This is an optimization exercise on Yosys and OpenROAD, whose aim is small area, a short achievable clock period and few clock cycles, not a production implementation. At most, simulation tests tie the RTL to the original design; equivalence was not proved.

== P ==
// bignum_top
module bignum_top
(
    input  logic              i_clk,
    input  logic              i_rst_n,
    input  logic              i_req_valid,
    output logic              o_req_ready,
    input  logic [1:0]        i_req_op,
    input  logic [19:0]       i_req_a_addr,
    input  logic [19:0]       i_req_b_addr,
    input  logic [19:0]       i_req_dst_addr,
    input  logic [7:0]        i_req_a_len,
    input  logic [7:0]        i_req_b_len,
    output logic              o_rsp_valid,
    input  logic              i_rsp_ready,
    output logic [7:0]        o_rsp_len,
    output logic [19:0]       o_mem_addr,
    output logic              o_mem_we,
    output logic [15:0]       o_mem_wdata,
    input  logic [15:0]       i_mem_rdata
);
clock: 9.0 ns
lec_check: 0
abc_area: 1
abc_clock_period_in_ps: 3000
cap_margin: 20
core_margin: 5
core_utilization: 40
setup_slack_margin: 5
slew_margin: 20
standard.sh (not shown) runs the stock make flow with config.mk's settings and CLKGATE_MAP_FILE= SYNTH_SCRIPT=/design/flow/synth_recipe.tcl, a recipe that flattens the netlist after the stock synthesis.
==> flow/flow/run.sh <==
#!/bin/bash
# The standard layout flow (the standard.sh: the standard synthesis, then
# ORFS to the final layout with the same SDC and clock period), except that
# every input and output port gets a sky130_fd_sc_hd__buf_1 as its port
# buffer instead of the cell buffer_ports picks by default. Each tool's full
# output goes to its ORFS log under orfs/logs; make's output to standard.log.
set -euo pipefail
bash standard.sh "BUFFER_PORTS_ARGS=-buffer_cell sky130_fd_sc_hd__buf_1" SETUP_SLACK_MARGIN=5.4 finish > standard.log 2>&1
Setup changes, P to Q
--- a/flow/design.v
+++ b/flow/design.v
@@ -1059,32 +1059,39 @@
     logic [1:0]  b_x, b_y;
     logic [7:0]  x_len, y_len;           
     logic        m1_valid;
     logic [1:0]  m1_slot;
     assign accept = i_req_valid && ready_q && (state == S_IDLE);
     assign swap   = (i_req_b_len < i_req_a_len);
     assign b_x    = swap_q ? B_B : B_A;
     assign b_y    = swap_q ? B_A : B_B;
     assign x_len  = (mfirst && swap_q) ? ylen : cnt_a;
     assign y_len  = (mfirst && swap_q) ? cnt_a : ylen;
     logic [1:0]  x_k1, a_k1, b_k1;
     logic [1:0]  k1_q;                   
+    function automatic logic [1:0] mod3n(input logic [3:0] n);
+        case (n)
+            4'd0, 4'd3, 4'd6, 4'd9, 4'd12, 4'd15: mod3n = 2'd0;
+            4'd1, 4'd4, 4'd7, 4'd10, 4'd13:       mod3n = 2'd1;
+            default:                              mod3n = 2'd2;
+        endcase
+    endfunction
     function automatic logic [1:0] mod3(input logic [7:0] v);
-        logic [3:0] t;
-        t = {3'd0, v[0]} + {3'd0, v[2]} + {3'd0, v[4]} + {3'd0, v[6]}
-          + {2'd0, v[1], 1'b0} + {2'd0, v[3], 1'b0} + {2'd0, v[5], 1'b0} + {2'd0, v[7], 1'b0};
-        case (t)
-            4'd0, 4'd3, 4'd6, 4'd9, 4'd12: mod3 = 2'd0;
-            4'd1, 4'd4, 4'd7, 4'd10:        mod3 = 2'd1;
-            default:                        mod3 = 2'd2;
+        logic [1:0] l, h;
+        l = mod3n(v[3:0]);
+        h = mod3n(v[7:4]);
+        case ({l, h})
+            4'b0000, 4'b0110, 4'b1001: mod3 = 2'd0;
+            4'b0001, 4'b0100, 4'b1010: mod3 = 2'd1;
+            default:                   mod3 = 2'd2;
         endcase
     endfunction
     assign a_k1 = (mod3(i_req_a_len) == 2'd0) ? 2'd3 : mod3(i_req_a_len);
     assign b_k1 = (mod3(i_req_b_len) == 2'd0) ? 2'd3 : mod3(i_req_b_len);
     assign x_k1 = k1_q;
     always_comb begin
         n_state = state;
         n_we    = 1'b0;
         n_bsel  = B_D;
         n_osel  = O_W;
         n_ozero = 1'b0;
         n_oinc  = 1'b0;
## What came out
- The critical setup path kind comes out in -> reg in one run and reg -> reg in the other, namely in P and Q respectively.
- Comparing Q against P, there is no change at all in number of hold-slack violations in the final timing report.
- Across Q and P, the outcome is the same: a clean finish for every run.
- Lower HPWL after detailed placement was reported by P, not Q.
- Status: register-to-register slack parity (P, Q)
- Wire length reported by the detailed router ends up higher on Q.
- Source-to-sink clock delay at the later pin of the worst-skew pair for Q: 30 ps up relative to P
- Diff P -> Q | final net count | increase of 1.0%
- On die area, P tracks Q almost exactly.
- Per the comparison of Q with P, setup slack after layout climbed 520 ps; number of clock buffers in the layout dropped 4.3%; number of buffers outside the clock class in the layout barely changed.
Testbench counts of Q, summed over its fixed seeds: cycles 11,716.
Function not checked in P: the RTL went through the layout flow alone.

## what the ideal ports hide
How much do the figures lean on ideal ports? The routed layouts below were timed once more, with nothing changed but the port constraints.
Step 1 sets driving cells, clkbuf_16 on the clock port and buf_2 on the other inputs (assumed; they add their load-dependent delay and slew).
Step 2 times the ports against the registers' clock, not the clock port: input delays grow and output delays shrink by t, the midpoint of the rising clock arrivals with the driver on.
Three values: ideal ports, drivers, drivers and shift; two values: the first two.
run	t (ns)	slack for setup (ns)	worst hold slack (ns)	slew at the worst register clock pin (ns)	cell pins on the clock port's net
P	0.657	5.011 / 5.035 / 4.378	0.325 / 0.325 / 0.325	0.07 / 0.07	1
Q	0.669	5.532 / 5.495 / 5.319	0.322 / 0.322 / 0.322	0.07 / 0.07	1
After both steps every run listed still meets setup and hold. For P, which loses most, drivers alone change the setup slack by +0.024 ns; drivers and shift together by -0.633 ns.
